Source: an optimization exercise on an open RTL-to-GDS flow (aim: small area). Production flows keep margins and buffers that such runs may drop. At most, simulation tests tie the RTL to the original design; equivalence was not proved. Power figures rest on the tool's default switching activity, not on a simulated workload. The flow treats the clock pin as an ideal source, which a real chip does not have.

==> flow/design.v (excerpt) <==
module pulse_sampler
#(
    parameter int N_CH   = daq_pkg::DEFAULT_N_CH,            
    parameter int WINDOW = daq_pkg::DEFAULT_WINDOW           
) (
    input  logic                         clk,
    input  logic                         rst,
    input  logic [N_CH-1:0]              ch_n,           
    input  logic                         trig_thresh,    
    input  logic                         event_saved,    
    output logic [N_CH*WINDOW-1:0]       evento          
);
clock: 5.0 ns
lec_check: 0
abc_area: 1
cap_margin: 20
core_area: 8 8 442 442
die_area: 0 0 450 450
place_density: 0.8
slew_margin: 20
synth_hierarchical: 1
synth_minimum_keep_size: 0
standard.sh (not shown) runs the stock make flow with config.mk's settings and CLKGATE_MAP_FILE= SYNTH_SCRIPT=/design/flow/synth_recipe.tcl, a recipe that flattens the netlist after the stock synthesis.
==> flow/flow/run.sh <==
#!/bin/bash
# Standard ORFS layout, with the smallest buffer on the ports, logic back at
# its smallest drive after synthesis, ports in a fixed order and a lighter
# clock tree.
set -euo pipefail
here=$(cd "$(dirname "$0")" && pwd)
export BUFFER_PORTS_ARGS="-buffer_cell sky130_fd_sc_hd__buf_1"
export POST_FLOORPLAN_TCL="$here/post_floorplan.tcl"
export CTS_ARGS="-sink_clustering_enable -repair_clock_nets -dont_use_dummy_load $(cat "$here/cts_args.txt")"
bash standard.sh finish > flow_make.log 2>&1
==> flow/flow/cts_args.txt <==
-sink_clustering_size 40 -sink_clustering_max_diameter 40
==> flow/flow/pins.tcl <==
# Ports around the die in a fixed order: the four control inputs, the
# channel inputs, then the event bits by window stage (stage 63 first), all
# 16 channels of a stage side by side. Each stage's show line then stays
# local, and each channel's window chain runs once around the die.
set block [ord::get_db_block]
set die [$block getDieArea]
set W [ord::dbu_to_microns [$die xMax]]
set H [ord::dbu_to_microns [$die yMax]]

set pins [list clk rst trig_thresh event_saved]
for {set c 0} {$c < 16} {incr c} { lappend pins "ch_n\[$c\]" }
for {set k 63} {$k >= 0} {incr k -1} {
  for {set c 0} {$c < 16} {incr c} { lappend pins "evento\[[expr {$c * 64 + $k}]\]" }
}

set n [llength $pins]
set margin 6.0
set per_edge [expr {int(ceil($n / 4.0))}]

proc snap {v off pitch} { return [expr {$off + $pitch * round(($v - $off) / $pitch)}] }

set i 0
foreach p $pins {
  set edge [expr {$i / $per_edge}]
  set j [expr {$i % $per_edge}]
  if {$edge == 0 || $edge == 2} { set len $W } else { set len $H }
  set step [expr {($len - 2 * $margin) / $per_edge}]
  set d [expr {$margin + ($j + 0.5) * $step}]
  switch $edge {
    0 { set x [snap $d 0.23 0.46];              set y 0;  set l met2 }
    1 { set x $W; set y [snap $d 0.34 0.68];              set l met3 }
    2 { set x [snap [expr {$W - $d}] 0.23 0.46]; set y $H; set l met2 }
    3 { set x 0;  set y [snap [expr {$H - $d}] 0.34 0.68]; set l met3 }
  }
  place_pin -pin_name $p -layer $l -location [list $x $y] -force_to_die_boundary
  incr i
}
puts "pins: placed $n ports"
==> flow/flow/post_floorplan.tcl <==
set here [file dirname [info script]]
source [file join $here downsize.tcl]
source [file join $here pins.tcl]
Other scripts of this flow, unchanged in this note and not shown: flow/flow/downsize.tcl
Next try:
==> flow/flow/run.sh (replaced) <==
#!/bin/bash
# Standard ORFS layout, with the smallest buffer on the ports, logic back at
# its smallest drive after synthesis, and a lighter clock tree.
set -euo pipefail
here=$(cd "$(dirname "$0")" && pwd)
export BUFFER_PORTS_ARGS="-buffer_cell sky130_fd_sc_hd__buf_1"
export POST_FLOORPLAN_TCL="$here/downsize.tcl"
export CTS_ARGS="-sink_clustering_enable -repair_clock_nets -dont_use_dummy_load $(cat "$here/cts_args.txt")"
bash standard.sh finish > flow_make.log 2>&1
==> flow/flow/cts_args.txt (replaced) <==
-buf_list sky130_fd_sc_hd__clkbuf_8 sky130_fd_sc_hd__clkbuf_16 -sink_clustering_size 20 -sink_clustering_max_diameter 50
CORE_AREA = not set   (was 8 8 442 442)
CORE_MARGIN = 2   (was not set)
CORE_UTILIZATION = 20   (was not set)
DIE_AREA = not set   (was 0 0 450 450)
PLACE_DENSITY = 0.6   (was 0.8)
removed: flow/flow/pins.tcl
removed: flow/flow/post_floorplan.tcl
This time the run failed in 4_1_cts, error STA-0564; synthesized area is unchanged; synthesized cell count does not change.
Next try:
==> flow/flow/run.sh (replaced) <==
#!/bin/bash
# Standard ORFS layout, with the smallest buffer on the ports, logic back at
# its smallest drive after synthesis, ports in a fixed order and a lighter
# clock tree.
set -euo pipefail
here=$(cd "$(dirname "$0")" && pwd)
export BUFFER_PORTS_ARGS="-buffer_cell sky130_fd_sc_hd__buf_1"
export POST_FLOORPLAN_TCL="$here/post_floorplan.tcl"
export CTS_ARGS="-sink_clustering_enable -repair_clock_nets -dont_use_dummy_load $(cat "$here/cts_args.txt")"
bash standard.sh finish > flow_make.log 2>&1
==> flow/flow/cts_args.txt (replaced) <==
-sink_clustering_size 30 -sink_clustering_max_diameter 60
==> flow/flow/pins.tcl (new file) <==
# Ports around the die in a fixed order: the four control inputs, the
# channel inputs, then the event bits by window stage (stage 63 first), all
# 16 channels of a stage side by side. Each stage's show line then stays
# local, and each channel's window chain runs once around the die.
set block [ord::get_db_block]
set die [$block getDieArea]
set W [ord::dbu_to_microns [$die xMax]]
set H [ord::dbu_to_microns [$die yMax]]

set pins [list clk rst trig_thresh event_saved]
for {set c 0} {$c < 16} {incr c} { lappend pins "ch_n\[$c\]" }
for {set k 63} {$k >= 0} {incr k -1} {
  for {set c 0} {$c < 16} {incr c} { lappend pins "evento\[[expr {$c * 64 + $k}]\]" }
}

set n [llength $pins]
set margin 6.0
set per_edge [expr {int(ceil($n / 4.0))}]

proc snap {v off pitch} { return [expr {$off + $pitch * round(($v - $off) / $pitch)}] }

set i 0
foreach p $pins {
  set edge [expr {$i / $per_edge}]
  set j [expr {$i % $per_edge}]
  if {$edge == 0 || $edge == 2} { set len $W } else { set len $H }
  set step [expr {($len - 2 * $margin) / $per_edge}]
  set d [expr {$margin + ($j + 0.5) * $step}]
  switch $edge {
    0 { set x [snap $d 0.23 0.46];              set y 0;  set l met2 }
    1 { set x $W; set y [snap $d 0.34 0.68];              set l met3 }
    2 { set x [snap [expr {$W - $d}] 0.23 0.46]; set y $H; set l met2 }
    3 { set x 0;  set y [snap [expr {$H - $d}] 0.34 0.68]; set l met3 }
  }
  place_pin -pin_name $p -layer $l -location [list $x $y] -force_to_die_boundary
  incr i
}
puts "pins: placed $n ports"
==> flow/flow/post_floorplan.tcl (new file) <==
set here [file dirname [info script]]
source [file join $here downsize.tcl]
source [file join $here pins.tcl]
CORE_AREA = 8 8 442 442   (was not set)
CORE_MARGIN = not set   (was 2)
CORE_UTILIZATION = not set   (was 20)
DIE_AREA = 0 0 450 450   (was not set)
Outcome:
- The changed run completed without violations
- area after synthesis is unchanged
- synthesized cell count does not change
Next try:
==> flow/flow/run.sh (replaced) <==
#!/bin/bash
# Standard ORFS layout, with the smallest buffer on the ports, logic back at
# its smallest drive after synthesis, and a lighter clock tree.
set -euo pipefail
here=$(cd "$(dirname "$0")" && pwd)
export BUFFER_PORTS_ARGS="-buffer_cell sky130_fd_sc_hd__buf_1"
export POST_FLOORPLAN_TCL="$here/downsize.tcl"
export CTS_ARGS="-sink_clustering_enable -repair_clock_nets -dont_use_dummy_load $(cat "$here/cts_args.txt")"
bash standard.sh finish > flow_make.log 2>&1
CORE_AREA = not set   (was 8 8 442 442)
CORE_MARGIN = 2   (was not set)
CORE_UTILIZATION = 20   (was not set)
DIE_AREA = not set   (was 0 0 450 450)
removed: flow/flow/pins.tcl
removed: flow/flow/post_floorplan.tcl
What happened: Setup slack loses 0.12 ns. Critical path depth does not change. Maximum frequency is lower by 2.7%. Via count is higher by 6.8%. Clock-buffer cell count is higher by 25. Wire length is higher by 35%.
Next try:
==> flow/flow/cts_args.txt (replaced) <==
-buf_list {sky130_fd_sc_hd__clkbuf_8 sky130_fd_sc_hd__clkbuf_16} -sink_clustering_size 20 -sink_clustering_max_diameter 50
Effect: The changed run finished clean; register-to-register slack gets better by 0.03 ns; cell count is higher by 0.39%; design area climbs by 1.3%; first-iteration DRC count decreases by 6.6%; maximum frequency is about the same; die area does not change.

---

## orange
Another version of the RTL of pulse_sampler (not shown whole).
Size in the first run: about 3300 cells after synthesis.
==> flow/config.mk <==
export PLATFORM = sky130hd
export DESIGN_NAME = pulse_sampler
export DESIGN_NICKNAME = pulse_sampler
export VERILOG_FILES = /design/flow/design.v
export SDC_FILE = /design/flow/constraint.sdc
export NUM_CORES = 4
export LEC_CHECK = 0
export ABC_AREA = 1
export CAP_MARGIN = 20
export CORE_AREA = 8 8 442 442
export DIE_AREA = 0 0 450 450
export PLACE_DENSITY = 0.6
export SLEW_MARGIN = 20
export SYNTH_HIERARCHICAL = 1
export SYNTH_MINIMUM_KEEP_SIZE = 0
==> flow/constraint.sdc <==
create_clock -name core_clock -period 5.0 [get_ports {clk}]
set_input_delay 1.0000 -clock core_clock [delete_from_list [all_inputs] [get_ports {clk}]]
set_output_delay 1.0000 -clock core_clock [all_outputs]
set_load 0.01 [all_outputs]
==> flow/flow/run.sh <==
#!/bin/bash
# Standard ORFS layout with these changes:
#  - synthesis maps logic with an area-only ABC script (abc_area.script here,
#    in a copy of the ORFS scripts folder made in the work folder);
#  - the smallest buffer on the ports;
#  - logic back at its smallest drive after synthesis, and the ports in a
#    fixed order (post_floorplan.tcl);
#  - a lighter clock tree (cts_args.txt).
set -euo pipefail
here=$(cd "$(dirname "$0")" && pwd)
work=$(pwd)
rm -rf "$work/orfs_scripts"
cp -r "$FLOW_HOME/scripts" "$work/orfs_scripts"
cp "$here/abc_area.script" "$work/orfs_scripts/abc_area.script"
export SCRIPTS_DIR="$work/orfs_scripts"
export BUFFER_PORTS_ARGS="-buffer_cell sky130_fd_sc_hd__buf_1"
export POST_FLOORPLAN_TCL="$here/post_floorplan.tcl"
export CTS_ARGS="-sink_clustering_enable -repair_clock_nets -dont_use_dummy_load $(cat "$here/cts_args.txt")"
bash standard.sh finish > flow_make.log 2>&1
==> flow/flow/abc_area.script <==
strash
dch
amap
topo
Other scripts of this flow, unchanged in this note and not shown: flow/flow/cts_args.txt, flow/flow/downsize.tcl, flow/flow/pins.tcl, flow/flow/post_floorplan.tcl
diff inputs: orange => blue
==> flow/flow/run.sh <==
#!/bin/bash
# Standard ORFS layout, with the smallest buffer on the ports, logic back at
# its smallest drive after synthesis, ports in a fixed order and a lighter
# clock tree.
set -euo pipefail
here=$(cd "$(dirname "$0")" && pwd)
export BUFFER_PORTS_ARGS="-buffer_cell sky130_fd_sc_hd__buf_1"
export POST_FLOORPLAN_TCL="$here/post_floorplan.tcl"
export CTS_ARGS="-sink_clustering_enable -repair_clock_nets -dont_use_dummy_load $(cat "$here/cts_args.txt")"
bash standard.sh finish > flow_make.log 2>&1
removed: flow/flow/abc_area.script
==> results.txt <==
Maximum frequency, blue and orange: larger value in blue
After detailed routing, orange needs more wire than blue.
blue and orange ended up with nearly the same design area.
No functional check of the RTL was part of any run of this note.

---

## wip/nickel
pulse_sampler, a different RTL version from the one above (not shown whole).
Size in the first run: ~34000 um2 of cells after synthesis.
export LEC_CHECK = 0
export ABC_AREA = 1
export CAP_MARGIN = 5
export CORE_AREA = 8 8 492 112
export DIE_AREA = 0 0 500 120
export PLACE_DENSITY = 0.75
export SLEW_MARGIN = 0
export SYNTH_HIERARCHICAL = 1
export SYNTH_MINIMUM_KEEP_SIZE = 0
create_clock -name core_clock -period 5.0 [get_ports {clk}]
==> flow/flow/run.sh <==
#!/bin/bash
# Standard ORFS layout with these changes:
#  - synthesis maps logic with an area-only ABC script (abc_area.script here,
#    in a copy of the ORFS scripts folder made in the work folder);
#  - the smallest buffer on the ports;
#  - logic back at its smallest drive after synthesis, and the ports in a
#    fixed order (post_floorplan.tcl);
#  - a lighter clock tree (cts_args.txt).
set -euo pipefail
here=$(cd "$(dirname "$0")" && pwd)
work=$(pwd)
rm -rf "$work/orfs_scripts"
cp -r "$FLOW_HOME/scripts" "$work/orfs_scripts"
cp "$here/abc_area.script" "$work/orfs_scripts/abc_area.script"
export SCRIPTS_DIR="$work/orfs_scripts"
export BUFFER_PORTS_ARGS="-buffer_cell sky130_fd_sc_hd__buf_1"
export POST_FLOORPLAN_TCL="$here/post_floorplan.tcl"
export CTS_ARGS="-sink_clustering_enable -repair_clock_nets -dont_use_dummy_load $(cat "$here/cts_args.txt")"
bash standard.sh finish > flow_make.log 2>&1
==> flow/flow/cts_args.txt <==
-sink_clustering_size 33 -sink_clustering_max_diameter 80
==> flow/flow/pins.tcl <==
# Ports along the bottom edge (left to right) and then the top edge (right
# to left), in a fixed order: the four control inputs, the channel inputs,
# then the event bits by window stage (stage 63 first), all 16 channels of
# a stage side by side. Each stage's show line then stays local, and each
# channel's window chain runs once along the die and back.
set block [ord::get_db_block]
set die [$block getDieArea]
set W [ord::dbu_to_microns [$die xMax]]
set H [ord::dbu_to_microns [$die yMax]]

set pins [list clk rst trig_thresh event_saved]
for {set c 0} {$c < 16} {incr c} { lappend pins "ch_n\[$c\]" }
for {set k 63} {$k >= 0} {incr k -1} {
  for {set c 0} {$c < 16} {incr c} { lappend pins "evento\[[expr {$c * 64 + $k}]\]" }
}

set n [llength $pins]
set margin 6.0
set per_edge [expr {int(ceil($n / 2.0))}]
set step [expr {($W - 2 * $margin) / $per_edge}]
# met2 tracks sit at 0.23 + 0.46 i; keep pins on every other track or wider
set tracks [expr {max(2, int(floor($step / 0.46)))}]

set i 0
foreach p $pins {
  set edge [expr {$i / $per_edge}]
  set j [expr {$i % $per_edge}]
  set t [expr {int(ceil(($margin - 0.23) / 0.46)) + $j * $tracks}]
  set x [expr {0.23 + 0.46 * $t}]
  if {$edge == 0} {
    set y 0
  } else {
    set x [expr {$W - $x}]
    set y $H
  }
  place_pin -pin_name $p -layer met2 -location [list $x $y] -force_to_die_boundary
  incr i
}
puts "pins: placed $n ports, $tracks tracks apart"
Other scripts of this flow, unchanged in this note and not shown: flow/flow/abc_area.script, flow/flow/downsize.tcl, flow/flow/post_floorplan.tcl
wip/nickel ran to completion and came out clean on the timing, DRC and antenna checks.
Input changes introduced in wip/ember (baseline for comparison: wip/nickel):
- DIE_AREA changed from 0 0 500 120 to 0 0 450 450
- CORE_AREA changed from 8 8 492 112 to 8 8 442 442
- PLACE_DENSITY changed from 0.75 to 0.6
- CAP_MARGIN changed from 5 to 0
==> flow/flow/cts_args.txt <==
-sink_clustering_size 30 -sink_clustering_max_diameter 100
==> flow/flow/pins.tcl <==
# Ports around the die in a fixed order: the four control inputs, the
# channel inputs, then the event bits by window stage (stage 63 first), all
# 16 channels of a stage side by side. Each stage's show line then stays
# local, and each channel's window chain runs once around the die.
set block [ord::get_db_block]
set die [$block getDieArea]
set W [ord::dbu_to_microns [$die xMax]]
set H [ord::dbu_to_microns [$die yMax]]

set pins [list clk rst trig_thresh event_saved]
for {set c 0} {$c < 16} {incr c} { lappend pins "ch_n\[$c\]" }
for {set k 63} {$k >= 0} {incr k -1} {
  for {set c 0} {$c < 16} {incr c} { lappend pins "evento\[[expr {$c * 64 + $k}]\]" }
}

set n [llength $pins]
set margin 6.0
set per_edge [expr {int(ceil($n / 4.0))}]

proc snap {v off pitch} { return [expr {$off + $pitch * round(($v - $off) / $pitch)}] }

set i 0
foreach p $pins {
  set edge [expr {$i / $per_edge}]
  set j [expr {$i % $per_edge}]
  if {$edge == 0 || $edge == 2} { set len $W } else { set len $H }
  set step [expr {($len - 2 * $margin) / $per_edge}]
  set d [expr {$margin + ($j + 0.5) * $step}]
  switch $edge {
    0 { set x [snap $d 0.23 0.46];              set y 0;  set l met2 }
    1 { set x $W; set y [snap $d 0.34 0.68];              set l met3 }
    2 { set x [snap [expr {$W - $d}] 0.23 0.46]; set y $H; set l met2 }
    3 { set x 0;  set y [snap [expr {$H - $d}] 0.34 0.68]; set l met3 }
  }
  place_pin -pin_name $p -layer $l -location [list $x $y] -force_to_die_boundary
  incr i
}
puts "pins: placed $n ports"
Findings:
- Portion of the clock cycle consumed by the worst path in the final layout (wip/ember over wip/nickel): increase, 2.2 points
- Comparing the two runs side by side, wip/ember comes out behind wip/nickel on setup slack.
- Taking wip/nickel as the reference, in wip/ember well tap count grew by 1795; first-pass GRT wire length grew by 19000 um; power share of the clock group grew by 0.5 points; actual transition at the worst max-transition pin shrank by 0.016 ns; shortest period the worst path allows grew by 0.11 ns.
- Compare wip/nickel and wip/ember | final standard cell utilization of the core lower: wip/ember
- wip/nickel ended up with readout0.age_q[1] as its worst setup path startpoint; wip/ember ended up with readout0.state_q[1].
- Lower initial cell density of the core goes to wip/ember over wip/nickel.
- Compared with wip/nickel, wip/ember shows a higher core region area.
[inputs] wip/xenon vs wip/ember
- DIE_AREA changed from 0 0 450 450 to 0 0 500 120
- CAP_MARGIN changed from 0 to 5
- CORE_AREA changed from 8 8 442 442 to 8 8 492 112
- PLACE_DENSITY changed from 0.6 to 0.75
==> flow/flow/cts_args.txt <==
-sink_clustering_size 35 -sink_clustering_max_diameter 70
==> flow/flow/pins.tcl <==
# Ports along the bottom edge (left to right) and then the top edge (right
# to left), in a fixed order: the four control inputs, the channel inputs,
# then the event bits by window stage (stage 63 first), all 16 channels of
# a stage side by side. Each stage's show line then stays local, and each
# channel's window chain runs once along the die and back.
set block [ord::get_db_block]
set die [$block getDieArea]
set W [ord::dbu_to_microns [$die xMax]]
set H [ord::dbu_to_microns [$die yMax]]

set pins [list clk rst trig_thresh event_saved]
for {set c 0} {$c < 16} {incr c} { lappend pins "ch_n\[$c\]" }
for {set k 63} {$k >= 0} {incr k -1} {
  for {set c 0} {$c < 16} {incr c} { lappend pins "evento\[[expr {$c * 64 + $k}]\]" }
}

set n [llength $pins]
set margin 6.0
set per_edge [expr {int(ceil($n / 2.0))}]
set step [expr {($W - 2 * $margin) / $per_edge}]
# met2 tracks sit at 0.23 + 0.46 i; keep pins on every other track or wider
set tracks [expr {max(2, int(floor($step / 0.46)))}]

set i 0
foreach p $pins {
  set edge [expr {$i / $per_edge}]
  set j [expr {$i % $per_edge}]
  set t [expr {int(ceil(($margin - 0.23) / 0.46)) + $j * $tracks}]
  set x [expr {0.23 + 0.46 * $t}]
  if {$edge == 0} {
    set y 0
  } else {
    set x [expr {$W - $x}]
    set y $H
  }
  place_pin -pin_name $p -layer met2 -location [list $x $y] -force_to_die_boundary
  incr i
}
puts "pins: placed $n ports, $tracks tracks apart"
[summary]
wip/xenon vs. wip/ember: global-route met1 utilization went up by 19 points; post-route cell area went down by about 7%; combinational share of power went down by 0.7 points.
Looking at global routing usage on met2 across wip/ember and wip/xenon, the one that comes out lower is wip/ember.
Taking wip/ember as the reference, in wip/xenon total power fell by about 2.7%; wire length now sits lower; number of well taps lost 1795; minimum setup slack in the final design went up by 0.094 ns.
| top fanout value on the critical path | higher: wip/ember |
As far as post-detailed-route DRC marker count goes, wip/xenon and wip/ember are indistinguishable; the numbers are identical.
wip/ember and wip/xenon ended up with nearly the same area used by sequential logic in the layout.

afterwards: timing with drivers on the ports:
In the flow no input, the clock included, has a driving cell. The finished layouts below were timed again as built, in two steps.
Step 1 (the two cells are an assumption about what drives the block):
set clk [get_ports {clk}]
set_driving_cell -lib_cell sky130_fd_sc_hd__clkbuf_16 $clk
set_driving_cell -lib_cell sky130_fd_sc_hd__buf_2 [delete_from_list [all_inputs] $clk]
Step 2, shift: input delay + t, output delay - t, t = (earliest + latest rising clock arrival at the registers) / 2. This alone moves slack from input paths to output paths.
a / b / c = ideal / step 1 / step 2; a / b = the first two.
run	t, ns	slack for setup (ns)	worst hold slack (ns)	worst setup path after step 2	worst register clock-pin slew, ns
the first run of note 1	0.766	0.433 / 0.353 / 1.120	0.307 / 0.307 / 0.307	register to output	0.08 / 0.08
the third run of note 1	0.738	0.473 / 0.397 / 1.136	0.305 / 0.305 / 0.305	register to output	0.11 / 0.11
the fourth run of note 1	0.754	0.348 / 0.276 / 1.029	0.269 / 0.269 / 0.269	register to output	0.10 / 0.10
the fifth run of note 1	0.757	0.356 / 0.283 / 1.040	0.288 / 0.288 / 0.288	register to output	0.08 / 0.08
orange	0.717	0.384 / 0.303 / 1.020	0.285 / 0.285 / 0.285	register to output	0.11 / 0.11
blue	0.717	0.504 / 0.426 / 1.143	0.323 / 0.323 / 0.323	register to output	0.11 / 0.11
wip/nickel	0.615	0.338 / 0.280 / 0.895	0.278 / 0.278 / 0.278	register to output	0.12 / 0.12
wip/ember	0.724	0.228 / 0.143 / 0.867	0.313 / 0.313 / 0.313	register to output	0.11 / 0.11
wip/xenon	0.643	0.322 / 0.262 / 0.906	0.279 / 0.279 / 0.279	register to output	0.13 / 0.13
After both steps every run listed still meets setup and hold.
